Context: an optimization exercise on an open-source flow, tuned for small area, a short achievable clock period and few clock cycles. The choices shown serve that exercise and are no tape-out recipe. Function was checked by simulation only, so behaviour that the tests miss may differ from the original.

==> flow/design.v <==
module alu_cmd_responder #(
   parameter int WIDTH = 32
) (
   input  logic             clk,
   input  logic             rst,
   input  logic             cmd_valid,
   output logic             cmd_ready,
   input  logic [3:0]       cmd_op,
   input  logic [WIDTH-1:0] cmd_p,
   input  logic [WIDTH-1:0] cmd_q,
   output logic             rsp_valid,
   input  logic             rsp_ready,
   output logic [WIDTH-1:0] rsp_result,
   output logic [1:0]       rsp_error,
   output logic             busy
);
   localparam logic [3:0] OP_NOP = 4'b0000;
   localparam logic [3:0] OP_ADD = 4'b0001;
   localparam logic [3:0] OP_MUL = 4'b0010;
   localparam logic [3:0] OP_DIV = 4'b0011;
   localparam logic [3:0] OP_SUB = 4'b0100;
   localparam logic [3:0] OP_CLR = 4'b1100;
   localparam logic [3:0] OP_POW = 4'b1111;
   localparam logic [1:0] ERR_OK  = 2'b00;
   localparam logic [1:0] ERR_OVF = 2'b01;
   localparam logic [1:0] ERR_DIV = 2'b10;
   localparam logic [1:0] ERR_ILL = 2'b11;
   localparam logic [1:0] IMM_ACC  = 2'd0;
   localparam logic [1:0] IMM_ZERO = 2'd1;
   localparam logic [1:0] IMM_ONE  = 2'd2;
   localparam logic [1:0] IMM_P    = 2'd3;
   function automatic logic [31:0] sqInit(input logic [31:0] r);
      sqInit = {r[30:8], 1'b0, r[7:0]};
   endfunction
   function automatic logic [31:0] sqNext(input logic [31:0] x);
      sqNext = {x[23:17], 1'b0, x[16:9], 16'd0};
   endfunction
   logic        bsy;         
   logic        v1;          
   logic        kSub, kMul, kDiv, kPow, kImm;
   logic [1:0]  immSel;
   logic [1:0]  immErr;
   logic [31:0] P1;
   logic [31:0] acc;         
   logic [1:0]  accErr;
   logic        rspV;
   logic [31:0] X;           
   logic [7:0]  D;           
   logic        cin;         
   logic        first;       
   logic        xs;          
   logic        ovf;
   logic [1:0]  k;           
   logic [4:0]  i;           
   logic        cf;          
   logic        phSq;        
   logic [2:0]  nb;          
   logic [3:0]  qs;          
   logic        done;        
   logic        last;        
   logic        lastE;       
   logic        accept;
   logic        free;        
   logic        rdy;
   logic        pZero, pSmall, qBig;
   logic [4:0]  q5;
   logic        dAdd, dSub, dMul, dDiv, dPow, dImm;
   logic [1:0]  dSel, dErr;
   logic [2:0]  dNb;
   logic [3:0]  dQs;
   logic        dLast;
   assign free   = ~rspV | rsp_ready;
   assign rdy    = ~v1 | (lastE & free);
   assign accept = cmd_valid & rdy;
   assign pZero  = (cmd_p == 32'd0);
   assign pSmall = (cmd_p[31:8] == 24'd0);
   assign qBig   = |cmd_q[31:5];
   assign q5     = cmd_q[4:0];
   always_comb begin
      dAdd = 1'b0; dSub = 1'b0; dMul = 1'b0; dDiv = 1'b0; dPow = 1'b0; dImm = 1'b0;
      dSel = IMM_ACC; dErr = ERR_OK;
      case (cmd_op)
         OP_NOP: dImm = 1'b1;
         OP_ADD: dAdd = 1'b1;
         OP_SUB: dSub = 1'b1;
         OP_MUL: dMul = 1'b1;
         OP_DIV: begin
            if (pZero) begin dImm = 1'b1; dErr = ERR_DIV; end
            else dDiv = 1'b1;
         end
         OP_CLR: begin dImm = 1'b1; dSel = IMM_ZERO; end
         OP_POW: begin
            if (qBig) begin dImm = 1'b1; dErr = ERR_ILL; end
            else if (q5 == 5'd0) begin dImm = 1'b1; dSel = IMM_ONE; end
            else if (q5 == 5'd1) begin dImm = 1'b1; dSel = IMM_P; end
            else dPow = 1'b1;
         end
         default: begin dImm = 1'b1; dErr = ERR_ILL; end
      endcase
      if (q5[4])      begin dNb = 3'd4; dQs = q5[3:0]; end
      else if (q5[3]) begin dNb = 3'd3; dQs = {q5[2:0], 1'b0}; end
      else if (q5[2]) begin dNb = 3'd2; dQs = {q5[1:0], 2'b0}; end
      else            begin dNb = 3'd1; dQs = {q5[0], 3'b0}; end
      dLast = dImm | dAdd | dSub | (dMul & pSmall)
            | (dPow & (q5 == 5'd2) & (cmd_p[15:8] == 8'd0));
   end
   logic        go;
   logic        sqMode;
   logic [31:0] sIn;
   logic [39:0] full;
   logic        mOvf;
   logic [3:0]  dnz;
   logic        restZero, restZero2;
   logic        finalMul;
   logic        nextSq;
   logic        borrow;
   logic        aLtP;
   logic [31:0] remIn;
   logic [32:0] tA, tB;
   logic        qA, qB;
   logic [31:0] remA, remB, quo2;
   logic        sk16, sk4;
   assign go = v1 & free;
   assign sqMode = kPow & phSq;
   assign sIn    = first ? 32'd0 : acc;
   assign full   = {8'd0, sIn} + X * D + {39'd0, cin};
   assign mOvf   = ovf | (|full[39:32]) | (xs & (|D));
   always_comb begin
      for (int j = 0; j < 4; j++) dnz[j] = |P1[8*j +: 8];
      if (sqMode) begin
         restZero  = k[0] | (X[16:9] == 8'd0);
         restZero2 = 1'b1;
      end else begin
         restZero  = ~|(dnz & (4'hE << k));
         restZero2 = ~|(dnz & (4'hC << k)) | (k == 2'd3);
      end
   end
   assign finalMul = kMul | ((nb == 3'd1) & (~phSq | ~qs[3]));
   assign nextSq   = ~(phSq & qs[3]);
   assign borrow = ~full[32];
   assign aLtP   = acc < P1;
   assign lastE  = last | (kDiv & cf & aLtP);
   assign remIn = cf ? 32'd0 : acc;
   assign tA    = {remIn, X[31]} - {1'b0, P1};
   assign qA    = ~tA[32];
   assign remA  = qA ? tA[31:0] : {remIn[30:0], X[31]};
   assign tB    = {remA, X[30]} - {1'b0, P1};
   assign qB    = ~tB[32];
   assign remB  = qB ? tB[31:0] : {remA[30:0], X[30]};
   assign quo2  = {X[29:0], qA, qB};
   assign sk16  = (i > 5'd8) & (remIn[31:16] == 16'd0) & ({remIn[15:0], X[31:16]} < P1);
   assign sk4   = (i > 5'd2) & (remIn[31:28] == 4'd0) & ({remIn[27:0], X[31:28]} < P1);
   logic        fin;
   logic [31:0] resVal;
   logic [1:0]  resErr;
   assign fin = go & lastE;
   always_comb begin
      resVal = acc;
      resErr = ERR_OK;
      if (done) begin
         resVal = acc;
         resErr = (kMul | kPow) ? {1'b0, ovf} : ERR_OK;
      end else if (kImm) begin
         case (immSel)
            IMM_ACC:  resVal = acc;
            IMM_ZERO: resVal = 32'd0;
            IMM_ONE:  resVal = 32'd1;
            default:  resVal = P1;
         endcase
         resErr = immErr;
      end else if (kSub) begin
         resVal = full[31:0];
         resErr = {1'b0, borrow};
      end else if (kDiv) begin
         resVal = cf ? 32'd0 : quo2;
      end else begin
         resVal = full[31:0];
         resErr = {1'b0, mOvf};
      end
   end
   logic v1N, rspVN, lastN;
   logic [31:0] accN;
   assign v1N   = accept ? 1'b1 : (fin ? 1'b0 : v1);
   assign rspVN = fin | (rspV & ~rsp_ready);
   always_comb begin
      accN = acc;
      if (fin) accN = resVal;
      else if (go & ~done) begin
         if (kMul | kPow) begin
            accN = full[31:0];
         end else if (kDiv) begin
            if (cf & aLtP) accN = 32'd0;
            else if (sk16) accN = {remIn[15:0], X[31:16]};
            else if (sk4) accN = {remIn[27:0], X[31:28]};
            else accN = remB;
         end
      end
   end
   always_comb begin
      lastN = last;
      if (accept) lastN = dLast;
      else if (go & ~fin) begin
         if (kMul | kPow) begin
            lastN = finalMul & restZero2;
            if (restZero) begin
               if (finalMul) lastN = 1'b1;
               else if (~nextSq) lastN = (nb == 3'd1) & (P1[31:8] == 24'd0);
               else lastN = (nb == 3'd2) & ~qs[2] & (full[15:8] == 8'd0);
            end
         end else begin
            if (cf & aLtP) lastN = 1'b1;
            else if (sk16) lastN = (i == 5'd9);
            else if (sk4) lastN = (i == 5'd3);
            else lastN = (i == 5'd2);
         end
      end
   end
   always_ff @(posedge clk or posedge rst) begin
      if (rst) begin
         bsy  <= 1'b0;
         v1   <= 1'b0;
         rspV <= 1'b0;
         acc  <= 32'd0;
      end else begin
         bsy  <= v1N | rspVN;
         v1   <= v1N;
         rspV <= rspVN;
         acc  <= accN;
      end
   end
   always_ff @(posedge clk) begin
      if (fin) accErr <= resErr;
   end
   always_ff @(posedge clk) begin
      if (rdy) begin
         P1     <= cmd_p;
         kSub   <= dSub;
         kMul   <= dMul;
         kDiv   <= dDiv;
         kPow   <= dPow;
         kImm   <= dImm;
         immSel <= dSel;
         immErr <= dErr;
      end
   end
   always_ff @(posedge clk) begin
      last <= lastN;
      if (accept) begin
         cf    <= 1'b1;
         k     <= 2'd0;
         i     <= 5'd16;
         done  <= 1'b0;
         phSq  <= 1'b1;
         nb    <= dNb;
         qs    <= dQs;
         xs    <= 1'b0;
         cin   <= dSub;
         first <= dMul | dPow;
         ovf   <= dPow & (|cmd_p[31:16]);
         if (dAdd) X <= cmd_p;
         else if (dSub) X <= ~cmd_p;
         else if (dPow) X <= sqInit(cmd_p);
         else X <= accN;
         if (dMul | dPow) D <= cmd_p[7:0];
         else D <= 8'd1;
      end else if (go & ~fin) begin
         cf <= 1'b0;
         if (kMul | kPow) begin
            ovf   <= mOvf;
            first <= 1'b0;
            if (~restZero) begin
               X  <= sqMode ? sqNext(X) : {X[23:0], 8'd0};
               xs <= xs | (~sqMode & (|X[31:24]));
               D  <= sqMode ? X[16:9] : P1[8*(k+1) +: 8];
               k  <= k + 2'd1;
            end else begin
               first <= 1'b1;
               xs    <= 1'b0;
               k     <= 2'd0;
               if (finalMul) begin
                  done <= 1'b1;
               end else if (~nextSq) begin
                  phSq <= 1'b0;
                  X    <= full[31:0];
                  D    <= P1[7:0];
               end else begin
                  phSq <= 1'b1;
                  nb   <= nb - 3'd1;
                  qs   <= {qs[2:0], 1'b0};
                  X    <= sqInit(full[31:0]);
                  D    <= full[7:0];
                  ovf  <= mOvf | (|full[31:16]);
               end
            end
         end else begin
            if (cf & aLtP) begin
               done <= 1'b1;
            end else if (sk16) begin
               X <= {X[15:0], 16'd0};
               i <= i - 5'd8;
            end else if (sk4) begin
               X <= {X[27:0], 4'd0};
               i <= i - 5'd2;
            end else begin
               X <= quo2;
               i <= i - 5'd1;
            end
         end
      end
   end
   assign cmd_ready  = rdy;
   assign busy       = bsy;
   assign rsp_valid  = rspV;
   assign rsp_result = acc;
   assign rsp_error  = accErr;
endmodule
make LEC_CHECK=0 CAP_MARGIN=20 CORE_MARGIN=2 CORE_UTILIZATION=40 PLACE_DENSITY=0.6 SETUP_SLACK_MARGIN=5 SLEW_MARGIN=20 finish   # period 11.0 ns
run.sh (not shown) runs the stock make flow with config.mk's settings and CLKGATE_MAP_FILE= SYNTH_SCRIPT=/design/flow/synth_recipe.tcl, a recipe that flattens the netlist after the stock synthesis.
Testbench counts at the start, summed over its fixed seeds: cycles 8,794.
Change:
--- a/flow/design.v
+++ b/flow/design.v
@@ -139,13 +139,13 @@
    assign nextSq   = ~(phSq & qs[3]);
    assign borrow = ~full[32];
    assign aLtP   = acc < P1;
    assign lastE  = last | (kDiv & cf & aLtP);
    assign remIn = cf ? 32'd0 : acc;
-   assign tA    = {remIn, X[31]} - {1'b0, P1};
+   assign tA    = {acc, X[31]} - {1'b0, P1};
    assign qA    = ~tA[32];
-   assign remA  = qA ? tA[31:0] : {remIn[30:0], X[31]};
+   assign remA  = qA ? tA[31:0] : {acc[30:0], X[31]};
    assign tB    = {remA, X[30]} - {1'b0, P1};
    assign qB    = ~tB[32];
    assign remB  = qB ? tB[31:0] : {remA[30:0], X[30]};
    assign quo2  = {X[29:0], qA, qB};
    assign sk16  = (i > 5'd8) & (remIn[31:16] == 16'd0) & ({remIn[15:0], X[31:16]} < P1);
@@ -190,10 +190,11 @@
             accN = full[31:0];
          end else if (kDiv) begin
             if (cf & aLtP) accN = 32'd0;
             else if (sk16) accN = {remIn[15:0], X[31:16]};
             else if (sk4) accN = {remIn[27:0], X[31:28]};
+            else if (cf) accN = 32'd0;
             else accN = remB;
          end
       end
    end
    always_comb begin
@@ -209,10 +210,11 @@
             end
          end else begin
             if (cf & aLtP) lastN = 1'b1;
             else if (sk16) lastN = (i == 5'd9);
             else if (sk4) lastN = (i == 5'd3);
+            else if (cf) lastN = 1'b0;
             else lastN = (i == 5'd2);
          end
       end
    end
    always_ff @(posedge clk or posedge rst) begin
@@ -299,11 +301,11 @@
                X <= {X[15:0], 16'd0};
                i <= i - 5'd8;
             end else if (sk4) begin
                X <= {X[27:0], 4'd0};
                i <= i - 5'd2;
-            end else begin
+            end else if (~cf) begin
                X <= quo2;
                i <= i - 5'd1;
             end
          end
       end
After rerunning: Routed wire length decreases by 4.3%. Area after synthesis goes down by 1.4%. Cell count drops by 2.1%. First-iteration DRC count hardly moves. Final area drops by 1.3%. Die area shrinks by 1.4%. Clock skew drops by 0.0053 ns. Clock-buffer cell count is lower by 1. Worst hold slack gains 0.018 ns. Non-clock buffer count came out lower by 23.
Testbench counts after the change, summed over its fixed seeds: cycles 8,808.


## lane 4
Another version of the RTL of alu_cmd_responder (not shown whole).
Size: ~3200 cells after synthesis, ~140 flip-flops, about 110 I/O pins, ~0.026 mm² of cells after synthesis.
Settings: LEC_CHECK=0, CAP_MARGIN=20, CORE_MARGIN=2, CORE_UTILIZATION=40, PLACE_DENSITY=0.6, SETUP_SLACK_MARGIN=5, SLEW_MARGIN=20; clock period 11.0 ns.
Testbench counts of lane 4, summed over its fixed seeds: cycles 8,808.
For lane 5, these inputs were changed with respect to lane 4:
diff --git a/flow/design.v b/flow/design.v
--- a/flow/design.v
+++ b/flow/design.v
@@ -232,22 +232,21 @@
          if (kMul | kPow) begin
             if (~restZero) xE = sqMode ? sqNext(X) : {X[23:0], 8'd0};
          end else if (~done) begin
             if (sk16) xE = {X[15:0], 16'd0};
             else if (sk4) xE = {X[27:0], 4'd0};
          end
       end
    end
-   logic xOth;
-   assign xOth = ~xFull & ~xQuo;
-   assign xN = ({32{xFull & xSqi}} & sqInit(full[31:0]))
-             | ({32{xFull & ~xSqi}} & full[31:0])
-             | ({32{xQuo}} & quo2)
-             | ({32{xOth}} & xE);
+   always_comb begin
+      if (xFull) xN = xSqi ? sqInit(full[31:0]) : full[31:0];
+      else if (xQuo) xN = quo2;
+      else xN = xE;
+   end
    always_comb begin
       lastN = last;
       if (accept) lastN = dLast;
       else if (go & ~fin) begin
          if (kMul | kPow) begin
             lastN = finalMul & restZero2;
             if (restZero) begin
                if (finalMul) lastN = 1'b1;
@@ -271,28 +270,18 @@
          acc  <= 32'd0;
       end else begin
          bsy  <= v1N | rspVN;
          v1   <= v1N;
          rspV <= rspVN;
          acc  <= accN;
       end
    end
-   logic eLate;
-   logic hiNZ;
-   logic [1:0] accErrN;
-   assign eLate = fin & ~done & ~kImm & ~kDiv;
-   assign hiNZ  = |full[39:32];
-   always_comb begin
-      accErrN = accErr;
-      if (eLate) accErrN = {1'b0, kSub ? ~full[32] : (ovf | (xs & (|D)) | hiNZ)};
-      else if (fin) accErrN = resErr;
-   end
    always_ff @(posedge clk) begin
-      accErr <= accErrN;
+      if (fin) accErr <= resErr;
    end
    always_ff @(posedge clk) begin
       if (rdy) begin
          P1     <= cmd_p;
          kSub   <= dSub;
          kMul   <= dMul;
          kDiv   <= dDiv;
          kPow   <= dPow;
Notes after the runs:
Comparing lane 4 and lane 5, the higher maximum number of pins on one net before global-route repair is on lane 5.
Relative to lane 4, the number of enable-type register cells in the synthesized netlist measured on lane 5 has increased by more than half.
On initial antenna violation count, the higher figure sits with lane 4, not lane 5.
Number of instances in the synthesized netlist: lane 5 lower than lane 4
Of lane 4 and lane 5, the higher endpoint required time on the critical path belongs to lane 5.
Of the two values seen for most common library cell in the layout ignoring fill and taps, inv_1 was produced by lane 5 and nand2_1 by lane 4.
Testbench counts of lane 5, summed over its fixed seeds: cycles 8,808.


Setup of main:
Another version of the RTL of alu_cmd_responder (not shown whole).
Size: roughly 3200 cells after synthesis, roughly 140 flip-flops, about 110 I/O pins, ~26000 um2 of cells after synthesis.
make LEC_CHECK=0 CAP_MARGIN=20 CORE_MARGIN=2 CORE_UTILIZATION=40 PLACE_DENSITY=0.6 SETUP_SLACK_MARGIN=5 SLEW_MARGIN=20 finish   # period 11.0 ns
Testbench counts of main, summed over its fixed seeds: cycles 8,808.
diff inputs: main => the feature branch
diff --git a/flow/design.v b/flow/design.v
--- a/flow/design.v
+++ b/flow/design.v
@@ -198,28 +198,29 @@
                default:  accE = P1;
             endcase
          end else if (~done & kDiv) begin
             accE = 32'd0;
          end
       end else if (go & ~done & kDiv) begin
          if (sk16) accE = {remIn[15:0], X[31:16]};
          else if (sk4) accE = {remIn[27:0], X[31:28]};
          else accE = 32'd0;
       end
    end
-   always_comb begin
-      if (aFull) accN = full[31:0];
-      else if (aRem) accN = remB;
-      else if (aQuo) accN = quo2;
-      else accN = accE;
-   end
+   logic aOth;
+   assign aOth = ~aFull & ~aRem & ~aQuo;
+   assign accN = ({32{aFull}} & full[31:0])
+               | ({32{aRem & qB}} & tB[31:0])
+               | ({32{aRem & ~qB}} & {remA[30:0], X[30]})
+               | ({32{aQuo}} & quo2)
+               | ({32{aOth}} & accE);
    logic        xFromAcc, xFull, xSqi, xQuo;
    logic [31:0] xE, xN;
    assign xFromAcc = ~(dAdd | dSub | dPow);
    assign xFull = accept ? (xFromAcc & aFull)
                          : (go & ~fin & (kMul | kPow) & restZero & ~finalMul);
    assign xSqi  = ~accept & nextSq;
    assign xQuo  = accept ? (xFromAcc & aQuo)
                          : (go & ~fin & ~done & kDiv & ~cf & ~sk16 & ~sk4);
    always_comb begin
       xE = X;
       if (accept) begin
@@ -228,27 +229,28 @@
          else if (dPow) xE = sqInit(cmd_p);
          else xE = accE;
       end else if (go & ~fin) begin
          if (kMul | kPow) begin
             if (~restZero) xE = sqMode ? sqNext(X) : {X[23:0], 8'd0};
          end else if (~done) begin
             if (sk16) xE = {X[15:0], 16'd0};
             else if (sk4) xE = {X[27:0], 4'd0};
          end
       end
    end
-   always_comb begin
-      if (xFull) xN = xSqi ? sqInit(full[31:0]) : full[31:0];
-      else if (xQuo) xN = quo2;
-      else xN = xE;
-   end
+   logic xOth;
+   assign xOth = ~xFull & ~xQuo;
+   assign xN = ({32{xFull & xSqi}} & sqInit(full[31:0]))
+             | ({32{xFull & ~xSqi}} & full[31:0])
+             | ({32{xQuo}} & quo2)
+             | ({32{xOth}} & xE);
    always_comb begin
       lastN = last;
       if (accept) lastN = dLast;
       else if (go & ~fin) begin
          if (kMul | kPow) begin
             lastN = finalMul & restZero2;
             if (restZero) begin
                if (finalMul) lastN = 1'b1;
                else if (~nextSq) lastN = (nb == 3'd1) & (P1[31:8] == 24'd0);
                else lastN = (nb == 3'd2) & ~qs[2] & (full[15:8] == 8'd0);
             end
@@ -266,24 +268,45 @@
          bsy  <= 1'b0;
          v1   <= 1'b0;
          rspV <= 1'b0;
          acc  <= 32'd0;
       end else begin
          bsy  <= v1N | rspVN;
          v1   <= v1N;
          rspV <= rspVN;
          acc  <= accN;
       end
    end
+   logic eLate;
+   logic hiNZ;
+   logic [1:0] accErrN;
+   assign eLate = fin & ~done & ~kImm & ~kDiv;
+   assign hiNZ  = |full[39:32];
+   always_comb begin
+      accErrN = accErr;
+      if (eLate) accErrN = {1'b0, kSub ? ~full[32] : (ovf | (xs & (|D)) | hiNZ)};
+      else if (fin) accErrN = resErr;
+   end
+   always_ff @(posedge clk) begin
+      accErr <= accErrN;
+   end
+   logic ovfStep, ovfSqB, ovfN;
+   assign ovfStep = ~accept & go & ~fin & (kMul | kPow);
+   assign ovfSqB  = restZero & ~finalMul & nextSq;
+   always_comb begin
+      if (ovfStep) ovfN = ovf | (xs & (|D)) | hiNZ | (ovfSqB & (|full[31:16]));
+      else if (accept) ovfN = dPow & (|cmd_p[31:16]);
+      else ovfN = ovf;
+   end
    always_ff @(posedge clk) begin
-      if (fin) accErr <= resErr;
+      ovf <= ovfN;
    end
    always_ff @(posedge clk) begin
       if (rdy) begin
          P1     <= cmd_p;
          kSub   <= dSub;
          kMul   <= dMul;
          kDiv   <= dDiv;
          kPow   <= dPow;
          kImm   <= dImm;
          immSel <= dSel;
          immErr <= dErr;
@@ -295,49 +318,46 @@
       if (accept) begin
          cf    <= 1'b1;
          k     <= 2'd0;
          i     <= 5'd16;
          done  <= 1'b0;
          phSq  <= 1'b1;
          nb    <= dNb;
          qs    <= dQs;
          xs    <= 1'b0;
          cin   <= dSub;
          first <= dMul | dPow;
-         ovf   <= dPow & (|cmd_p[31:16]);
          if (dMul | dPow) D <= cmd_p[7:0];
          else D <= 8'd1;
       end else if (go & ~fin) begin
          cf <= 1'b0;
          if (kMul | kPow) begin
-            ovf   <= mOvf;
             first <= 1'b0;
             if (~restZero) begin
                xs <= xs | (~sqMode & (|X[31:24]));
                D  <= sqMode ? X[16:9] : P1[8*(k+1) +: 8];
                k  <= k + 2'd1;
             end else begin
                first <= 1'b1;
                xs    <= 1'b0;
                k     <= 2'd0;
                if (finalMul) begin
                   done <= 1'b1;
                end else if (~nextSq) begin
                   phSq <= 1'b0;
                   D    <= P1[7:0];
                end else begin
                   phSq <= 1'b1;
                   nb   <= nb - 3'd1;
                   qs   <= {qs[2:0], 1'b0};
                   D    <= full[7:0];
-                  ovf  <= mOvf | (|full[31:16]);
                end
             end
          end else begin
             if (cf & aLtP) begin
                done <= 1'b1;
             end else if (sk16) begin
                i <= i - 5'd8;
             end else if (sk4) begin
                i <= i - 5'd2;
             end else if (~cf) begin
                i <= i - 5'd1;
[summary]
In the feature branch the implementation completed, yet the final layout does not meet the checks, the culprit being max-capacitance violations. Any difference in area of the die between the feature branch and main is small enough to ignore. Taking main as the reference point, the area added between synthesis and finish of the feature branch falls by 2.1 points. Of main and the feature branch, the lower post-place setup slack belongs to main. Final critical-path share of the clock period: lower on the feature branch. The fraction of the mapped netlist area in compound gates reported for the feature branch is greater than that of main by 0.68 points. Core outline area came out exactly the same in main and the feature branch. Between the feature branch and main, it is the feature branch whose final wirelength is lower, by 0.95%. Going from main to the feature branch, synthesized-area fraction occupied by and/or/nand/nor cells closely matched the old numbers; design area decreased by 1.6% relative to the old numbers.
Testbench counts of the feature branch, summed over its fixed seeds: cycles 8,808.

==> what the ideal ports hide <==
The results above use ideal ports. As a check the final layouts listed here were re-extracted and re-timed, cells and wires unchanged.
Step 1: set_driving_cell puts a clkbuf_16 on clk and a buf_2 on each other input, an assumption about the parent block.
Step 2 also shifts input and output timing later by t, the mid clock arrival at the registers, as if the neighbouring blocks saw the same clock.
Three values: ideal, step 1, step 2; two values: the first two.
run | t (ns) | setup WS [ns] | worst hold slack (ns)
the first run of note 1 | 0.525 | 4.350 / 4.350 / 4.350 | 0.520 / 0.520 / 0.520
the second run of note 1 | 0.532 | 4.319 / 4.319 / 4.319 | 0.538 / 0.538 / 0.538
lane 4 | 0.522 | 4.930 / 4.930 / 4.473 | 0.455 / 0.455 / 0.455
lane 5 | 0.543 | 4.774 / 4.774 / 4.383 | 0.485 / 0.485 / 0.485
main | 0.532 | 4.625 / 4.625 / 4.292 | 0.515 / 0.515 / 0.515
the feature branch | 0.570 | 4.743 / 4.743 / 4.476 | 0.467 / 0.467 / 0.467
The setup slack of lane 4, which loses most, moves by 0.000 ns with the drivers and by -0.457 ns with both steps.
